From an optimization exercise on the open Yosys and OpenROAD flow, aimed at small area, a short achievable clock period and few clock cycles per item; shortcuts taken in it are not production practice.
In this exercise RTL edits were held to simulation tests only and were not proved equivalent to the original.

## config.mk

```make
export PLATFORM = sky130hd
export DESIGN_NAME = pi_heading_aligner_top
export DESIGN_NICKNAME = pi_heading_aligner_top
export VERILOG_FILES = /design/flow/design.v
export SDC_FILE = /design/flow/constraint.sdc
export NUM_CORES = 4
export LEC_CHECK = 0
export CAP_MARGIN = 20
export CORE_MARGIN = 2
export CORE_UTILIZATION = 40
export SLEW_MARGIN = 20
```

## constraint.sdc

```tcl
create_clock -name core_clock -period 15.0 [get_ports {clk_i}]
set_input_delay 3.0000 -clock core_clock [delete_from_list [all_inputs] [get_ports {clk_i}]]
set_output_delay 3.0000 -clock core_clock [all_outputs]
set_load 0.01 [all_outputs]
```

## design.v

```verilog
package pha_pkg;
  localparam int unsigned ErrW    = 14;
  localparam int unsigned GainW   = 16;
  localparam int unsigned ILimW   = 20;
  localparam int unsigned SpdW    = 15;
  localparam int unsigned SeekW   = 2;
  localparam int unsigned IntegW  = 22;
  localparam int unsigned DriveW  = 16;
  localparam int unsigned AddrW   = 3;
  localparam int unsigned CfgDataW = 20;
  localparam int unsigned ProdShift = 5;
  localparam logic [AddrW-1:0] RegPropGain  = 3'd0;
  localparam logic [AddrW-1:0] RegIntegGain = 3'd1;
  localparam logic [AddrW-1:0] RegIntegLim  = 3'd2;
  localparam logic [AddrW-1:0] RegSpeedLim  = 3'd3;
  localparam logic [AddrW-1:0] RegSeekDir   = 3'd4;
  localparam logic [SeekW-1:0] SeekLeft  = 2'd0;
  localparam logic [SeekW-1:0] SeekRight = 2'd1;
  localparam logic [SeekW-1:0] SeekNone  = 2'd2;
  localparam logic signed [DriveW-1:0] SeekValue = 16'sd6554;
  localparam logic [SpdW-1:0] SpeedLimReset = 15'd16384;
  typedef struct packed {
    logic signed [GainW-1:0] prop_gain;
    logic signed [GainW-1:0] integ_gain;
    logic [ILimW-1:0]        integ_limit;
    logic [SpdW-1:0]         speed_limit;
    logic [SeekW-1:0]        seek_direction;
  } cfg_t;
endpackage
import pha_pkg::*;
module pha_steer_calc (
  input  pha_pkg::cfg_t                               cfg_i,
  input  logic signed [pha_pkg::ErrW-1:0]             err_i,
  input  logic signed [pha_pkg::IntegW-1:0]           integ_i,
  input  logic                                        target_i,
  output logic signed [pha_pkg::DriveW-1:0]           left_o,
  output logic signed [pha_pkg::DriveW-1:0]           right_o,
  output logic signed [pha_pkg::DriveW-1:0]           steer_o,
  output logic                                        aligned_o
);
  localparam int unsigned PPropW = GainW + ErrW;
  localparam int unsigned PIntW  = GainW + IntegW;
  localparam int unsigned AccW   = PIntW + 1;
  localparam int unsigned ShW    = AccW - ProdShift;
  logic signed [PPropW-1:0] prop_prod;
  logic signed [PIntW-1:0]  integ_prod;
  logic signed [AccW-1:0]   acc;
  logic signed [AccW-1:0]   acc_sh;
  logic signed [ShW-1:0]    shifted;
  logic signed [DriveW-1:0] pi_steer;
  logic signed [DriveW-1:0] steer;
  logic signed [DriveW:0]   steer_x;
  logic signed [DriveW:0]   neg_x;
  logic signed [DriveW:0]   spd_hi;
  logic signed [DriveW:0]   spd_lo;
  logic signed [DriveW:0]   left_x;
  logic signed [DriveW:0]   right_x;
  localparam logic signed [ShW-1:0] SatHi = 34'sd32767;
  localparam logic signed [ShW-1:0] SatLo = -34'sd32768;
  always_comb begin
    prop_prod  = $signed(cfg_i.prop_gain) * err_i;
    integ_prod = $signed(cfg_i.integ_gain) * integ_i;
    acc = {{(AccW-PPropW){prop_prod[PPropW-1]}}, prop_prod}
        + {integ_prod[PIntW-1], integ_prod};
    acc_sh  = acc >>> ProdShift;
    shifted = acc_sh[ShW-1:0];
    if (shifted > SatHi) begin
      pi_steer = 16'sh7fff;
    end else if (shifted < SatLo) begin
      pi_steer = 16'sh8000;
    end else begin
      pi_steer = shifted[DriveW-1:0];
    end
    if (target_i) begin
      steer = pi_steer;
    end else if (cfg_i.seek_direction == SeekLeft) begin
      steer = SeekValue;
    end else if (cfg_i.seek_direction == SeekRight) begin
      steer = -SeekValue;
    end else begin
      steer = '0;
    end
    steer_x   = {steer[DriveW-1], steer};
    neg_x     = -steer_x;
    spd_hi    = $signed({2'b00, cfg_i.speed_limit});
    spd_lo    = -spd_hi;
    if (neg_x > spd_hi) begin
      left_x = spd_hi;
    end else if (neg_x < spd_lo) begin
      left_x = spd_lo;
    end else begin
      left_x = neg_x;
    end
    if (steer_x > spd_hi) begin
      right_x = spd_hi;
    end else if (steer_x < spd_lo) begin
      right_x = spd_lo;
    end else begin
      right_x = steer_x;
    end
    left_o    = left_x[DriveW-1:0];
    right_o   = right_x[DriveW-1:0];
    steer_o   = steer;
    aligned_o = target_i && (left_o == '0) && (right_o == '0);
  end
endmodule
import pha_pkg::*;
module pi_heading_aligner_top (
  input  logic                                clk_i,
  input  logic                                rst_ni,
  input  logic                                cfg_we_i,
  input  logic [pha_pkg::AddrW-1:0]           cfg_addr_i,
  input  logic [pha_pkg::CfgDataW-1:0]        cfg_wdata_i,
  input  logic                                in_valid_i,
  output logic                                in_ready_o,
  input  logic signed [pha_pkg::ErrW-1:0]     heading_error_i,
  input  logic                                target_valid_i,
  output logic                                out_valid_o,
  input  logic                                out_ready_i,
  output logic signed [pha_pkg::DriveW-1:0]   left_drive_o,
  output logic signed [pha_pkg::DriveW-1:0]   right_drive_o,
  output logic signed [pha_pkg::DriveW-1:0]   steer_value_o,
  output logic                                aligned_o
);
  pha_pkg::cfg_t cfg_q;
  logic signed [IntegW-1:0] integ_q, integ_d;
  logic signed [IntegW:0]   sum_x, lim_x;
  logic                     s1_valid_q;
  logic signed [ErrW-1:0]   s1_err_q;
  logic signed [IntegW-1:0] s1_integ_q;
  logic                     s1_target_q;
  logic                     out_valid_q;
  logic signed [DriveW-1:0] left_q, right_q, steer_q;
  logic                     aligned_q;
  logic signed [DriveW-1:0] left_d, right_d, steer_d;
  logic                     aligned_d;
  logic in_acc, s1_adv;
  always_ff @(posedge clk_i or negedge rst_ni) begin
    if (!rst_ni) begin
      cfg_q.prop_gain      <= '0;
      cfg_q.integ_gain     <= '0;
      cfg_q.integ_limit    <= '0;
      cfg_q.speed_limit    <= SpeedLimReset;
      cfg_q.seek_direction <= SeekNone;
    end else if (cfg_we_i) begin
      unique case (cfg_addr_i)
        RegPropGain:  cfg_q.prop_gain      <= $signed(cfg_wdata_i[GainW-1:0]);
        RegIntegGain: cfg_q.integ_gain     <= $signed(cfg_wdata_i[GainW-1:0]);
        RegIntegLim:  cfg_q.integ_limit    <= cfg_wdata_i[ILimW-1:0];
        RegSpeedLim:  cfg_q.speed_limit    <= cfg_wdata_i[SpdW-1:0];
        RegSeekDir:   cfg_q.seek_direction <= cfg_wdata_i[SeekW-1:0];
        default: ;
      endcase
    end
  end
  assign s1_adv     = s1_valid_q && (!out_valid_q || out_ready_i);
  assign in_ready_o = !s1_valid_q || s1_adv;
  assign in_acc     = in_valid_i && in_ready_o;
  always_comb begin
    sum_x = {integ_q[IntegW-1], integ_q}
          + {{(IntegW+1-ErrW){heading_error_i[ErrW-1]}}, heading_error_i};
    lim_x = $signed({{(IntegW+1-ILimW){1'b0}}, cfg_q.integ_limit});
    if (!target_valid_i) begin
      integ_d = '0;
    end else if (sum_x > lim_x) begin
      integ_d = lim_x[IntegW-1:0];
    end else if (sum_x < -lim_x) begin
      integ_d = -lim_x[IntegW-1:0];
    end else begin
      integ_d = sum_x[IntegW-1:0];
    end
  end
  always_ff @(posedge clk_i or negedge rst_ni) begin
    if (!rst_ni) begin
      integ_q    <= '0;
      s1_valid_q <= 1'b0;
    end else begin
      if (in_acc) begin
        integ_q <= integ_d;
      end
      if (in_acc) begin
        s1_valid_q <= 1'b1;
      end else if (s1_adv) begin
        s1_valid_q <= 1'b0;
      end
    end
  end
  always_ff @(posedge clk_i) begin
    if (in_acc) begin
      s1_err_q    <= heading_error_i;
      s1_integ_q  <= integ_d;
      s1_target_q <= target_valid_i;
    end
  end
  pha_steer_calc u_calc (
    .cfg_i     (cfg_q),
    .err_i     (s1_err_q),
    .integ_i   (s1_integ_q),
    .target_i  (s1_target_q),
    .left_o    (left_d),
    .right_o   (right_d),
    .steer_o   (steer_d),
    .aligned_o (aligned_d)
  );
  always_ff @(posedge clk_i or negedge rst_ni) begin
    if (!rst_ni) begin
      out_valid_q <= 1'b0;
    end else if (s1_adv) begin
      out_valid_q <= 1'b1;
    end else if (out_ready_i) begin
      out_valid_q <= 1'b0;
    end
  end
  always_ff @(posedge clk_i) begin
    if (s1_adv) begin
      left_q    <= left_d;
      right_q   <= right_d;
      steer_q   <= steer_d;
      aligned_q <= aligned_d;
    end
  end
  assign out_valid_o   = out_valid_q;
  assign left_drive_o  = left_q;
  assign right_drive_o = right_q;
  assign steer_value_o = steer_q;
  assign aligned_o     = aligned_q;
endmodule
```

## run.sh

```bash
#!/bin/bash
# synth_recipe.tcl (not shown) runs the flow's synth.tcl, then flattens the netlist and writes it again
# the make line also repeats each setting of config.mk as NAME=value (left out here)
make -C /OpenROAD-flow-scripts/flow DESIGN_CONFIG=/design/flow/config.mk WORK_HOME=/design/flow/orfs CLKGATE_MAP_FILE= SYNTH_SCRIPT=/design/flow/synth_recipe.tcl finish
```

==> flow_summary_export.csv <==
group,metric,value,unit
status,status,"finished clean",
drt,routedWlPerCell,20.3,um
clock_network,cts_buffer_depth,2,
clock_network,cts.repair.resized,0,
sta,tightest_slew,1.12,ns
clock_network,clk_latency,0.50,ns
sta,finalSetupViolCount,0,
worst_setup_path,worstReg2RegStart,"cfg_q[52]$_DFFE_PN0P_",
logic_synthesis,syn_nets,4577,
global_routing,grt_max_degree,59,
cells_and_area,area_growth,7.80,%
worst_setup_path,cp.arrival,14.15,ns
drt,routed-via-count,25400,
sta,clock_skew,0.0132,ns
worst_setup_path,crit_type,"flip-flop to flip-flop",
clock_network,numCtsBuffers,17,
worst_hold_path,hold_end,"out_valid_q$_DFFE_PN0P_",
worst_setup_path,setup.worst_path.start_class,"flip-flop",
global_routing,first_global_vias,26800,
sta,hold_viol,0,
global_routing,grt_pass1_wl,156,mm
sta,timing.hold.ws,0.482,ns
worst_setup_path,crit_buf_inv,6,
worst_setup_path,critPathMaxFanout,29,
clock_network,h-tree-depth,4,
worst_setup_path,crit_top_cell,"fa_1",
drt,drt_pass1_iterations,6,
floorplanning,std_cell_rows,107,
floorplanning,die_h,297,um
sta,rsz0062_at_grt,"no",
cells_and_area,drive_gt1_frac,0.0466,
global_routing,antenna_found_initial,6,
logic_synthesis,yosysUniqueCellTypes,91,
floorplanning,die-area,87900,um^2
worst_setup_path,cp.required,15.36,ns
clock_network,postCtsSetupBuffers,0,
drt,drtIter0Drc,1707,
floorplanning,die_w,297,um
place,hpwl,80.9,mm
sta,slew_viol_final,0,
clock_network,clkSinkCount,179,
clock_network,tritoncts,"built",
place,gp_congestion,0.929,
run,maxCapViolCount,0,
worst_setup_path,cp_slowest_cell,"nor4_1",
logic_synthesis,seq_area_frac_synth,0.143,
floorplanning,pin_count,94,
cells_and_area,fin_nets,4578,
drt,route.detailed.drc,0,
sta,finalCriticalPeriod,13.79,ns
clock_network,cts.clk_slew.worst_paths,0.07,ns
worst_setup_path,rr_endpoint,"aligned_q$_DFFE_PP_",
logic_synthesis,syn_inst,3634,
worst_setup_path,critPathMaxStageDelay,0.78,ns
worst_hold_path,min_from,"s1_valid_q$_DFFE_PN0P_",
sta,timing.slew.headroom,0.252,
worst_setup_path,ff2ff_setup_slack,1.21,ns
drt,drt-vias-per-instance,5.29,
worst_hold_path,hold_depth,1,
sta,fin_crit_sh,0.920,
worst_setup_path,crit_family,"adder cells",
sta,fin_tns_setup,0,ns
logic_synthesis,synth_flop_cell,"dfrtp_1",
clock_network,cts_root_buf,"clkbuf_16",
drt,wl,97.5,mm
logic_synthesis,synth-edff-count,86,
floorplanning,core-area,85000,um^2
logic_synthesis,ys_warn_count,2,
worst_hold_path,hp-class,"flip-flop to flip-flop",
logic_synthesis,syn_area_per_cell,9.42,um^2
global_routing,grt_usage,0.235,
logic_synthesis,ys_async_sr_fraction,0.520,
drt,antenna_left,0,
logic_synthesis,ys_seq_elements,179,
logic_synthesis,synth_area,34200,um^2
sta,fmax,72.5,MHz
worst_setup_path,reg2regPathDepth,40,
worst_setup_path,end_kind,"flip-flop",
floorplanning,start_util,0.403,
place,port_buffers,93,
clock_network,cts_hold_buffers,0,
global_routing,grt_remaining_overflow,0,
worst reg2reg max path: cells and delay by family, from the launching register on:
kind / cells / cell delay, ns
AO/OA/AOI/OAI: 11 / 2.83
adder cells (fa/ha/maj): 11 / 5.10
buffers and inverters: 6 / 1.39
flip-flops: 1 / 0.53
multiplexers: 1 / 0.26
AND/OR/NAND/NOR: 11 / 3.53
metrics by stage:
stage / utilization / std cells / instance area [um^2] / worst slack (ns)
5_1_grt: 0.434 / 4794 / 36900 / 0.603
2_1_floorplan: - / 3634 / 34200 / 3.31
3_5_place_dp: 0.427 / 4760 / 36300 / 1.43
4_1_cts: 0.434 / 4792 / 36900 / 1.38
6_report: 0.434 / 4794 / 36900 / 1.21
3_3_place_gp: 0.427 / 4760 / 36300 / 1.44
layer usage:
metal | track usage | vias up | share of wire | routed length [um]
met4 | 0.0716 | 4 | 0.031 | 2990
met5 | 0 | - | 0.00030 | 29
met2 | 0.413 | 653 | 0.51 | 49600
li1 | - | 11400 | - | -
met3 | 0.0228 | 118 | 0.043 | 4220
met1 | 0.307 | 13200 | 0.42 | 40600
registers in the layout, indices dropped and copies added, names as in the netlist:
| signal | flops |
|---|---|
| aligned_q | 1 |
| cfg_q | 69 |
| integ_q | 22 |
| left_q | 16 |
| out_valid_q | 1 |
| right_q | 16 |
| s1_err_q | 14 |
| s1_integ_q | 22 |
| s1_target_q | 1 |
| s1_valid_q | 1 |
| steer_q | 16 |
worst max path at each step:
stage	end	slack, ns	startpoint	depth (start not counted)
final	aligned_q$_DFFE_PP_	1.21	cfg_q[52]$_DFFE_PN0P_	40
after CTS	aligned_q$_DFFE_PP_	1.38	cfg_q[52]$_DFFE_PN0P_	41
after global routing	aligned_q$_DFFE_PP_	0.60	cfg_q[52]$_DFFE_PN0P_	42
after global placement	aligned_q$_DFFE_PP_	1.44	cfg_q[52]$_DFFE_PN0P_	41
after floorplan	aligned_q$_DFFE_PP_	3.31	s1_integ_q[6]$_DFFE_PP_	50
after detailed placement	aligned_q$_DFFE_PP_	1.43	cfg_q[52]$_DFFE_PN0P_	41
Yosys cell counts, types with 69 or more instances:
| cell | instances | area (um^2) |
|---|---|---|
| inv_1 | 750 | 2820 |
| fa_1 | 653 | 13100 |
| nand2_1 | 434 | 1630 |
| ha_1 | 247 | 3090 |
| and2_1 | 221 | 1380 |
| nor2_1 | 126 | 473 |
| clkbuf_1 | 122 | 458 |
| a21oi_1 | 117 | 586 |
| o21ai_0 | 114 | 571 |
| dfrtp_1 | 91 | 2280 |
| edfxtp_1 | 86 | 2580 |
| xnor2_1 | 74 | 648 |
| mux2_2 | 69 | 777 |
final cells by class:
type	count	area, um^2
Antenna cell	2	5.00
Clock buffer	17	425
Clock inverter	15	145
Fill cell	8397	48100
Inverter	753	2830
Multi-Input combinational cell	2560	26000
Sequential cell	179	4910
Tap cell	1144	1430
Timing Repair Buffer	124	1160
logic make-up after synthesis:
logic type,count (synthesis),share of synthesized area
buffers and inverters,895,0.0989
xor gates and xnor gates,88,0.0225
muxes,90,0.0288
DFF,179,0.143
and+or+nand+nor,1026,0.148
adders and majority gates,900,0.472
AOI/OAI and AO/OA,456,0.0863
cell usage in the layout, fill, tap and decap left out, types with 39 or more instances in the layout:
cell type,synthesis,final
fa_1,653,653
nor2_1,126,126
nand2b_1,39,39
and2_1,221,220
clkdlybuf4s50_1,0,92
nand2_1,434,434
ha_1,247,247
dfrtp_1,91,91
inv_1,750,749
a21oi_1,117,117
xnor2_1,74,74
o21ai_0,114,114
mux2_2,69,69
edfxtp_1,86,86
Testbench counts, summed over its fixed seeds: cycles 5,856, items 5,760.

==> port drivers added, routing unchanged <==
The flow's constraints put no driver on any port. The routed layout listed below was extracted and timed again, unchanged, in two steps. Step 1, drivers: a clkbuf_16 drives clk_i and a buf_2 each remaining input, both assumed. Step 2 moves the port delays by t, midway between the first and last clock arrival at a register: inputs arrive t later, outputs are due t later. That takes back most of the time a late clock gives input paths. a / b / c = no drivers / after step 1 / after step 2; a / b = the first two.
shift t [ns]: 0.544
slack for setup (ns): 1.207 / 1.207 / 1.207
hold slack, ns: 0.482 / 0.482 / 0.482
worst slew at a driven data input, ns: 0.11
After both steps this run still meets setup and hold. For this run, drivers alone change the setup slack by 0.000 ns; drivers and shift together by 0.000 ns.
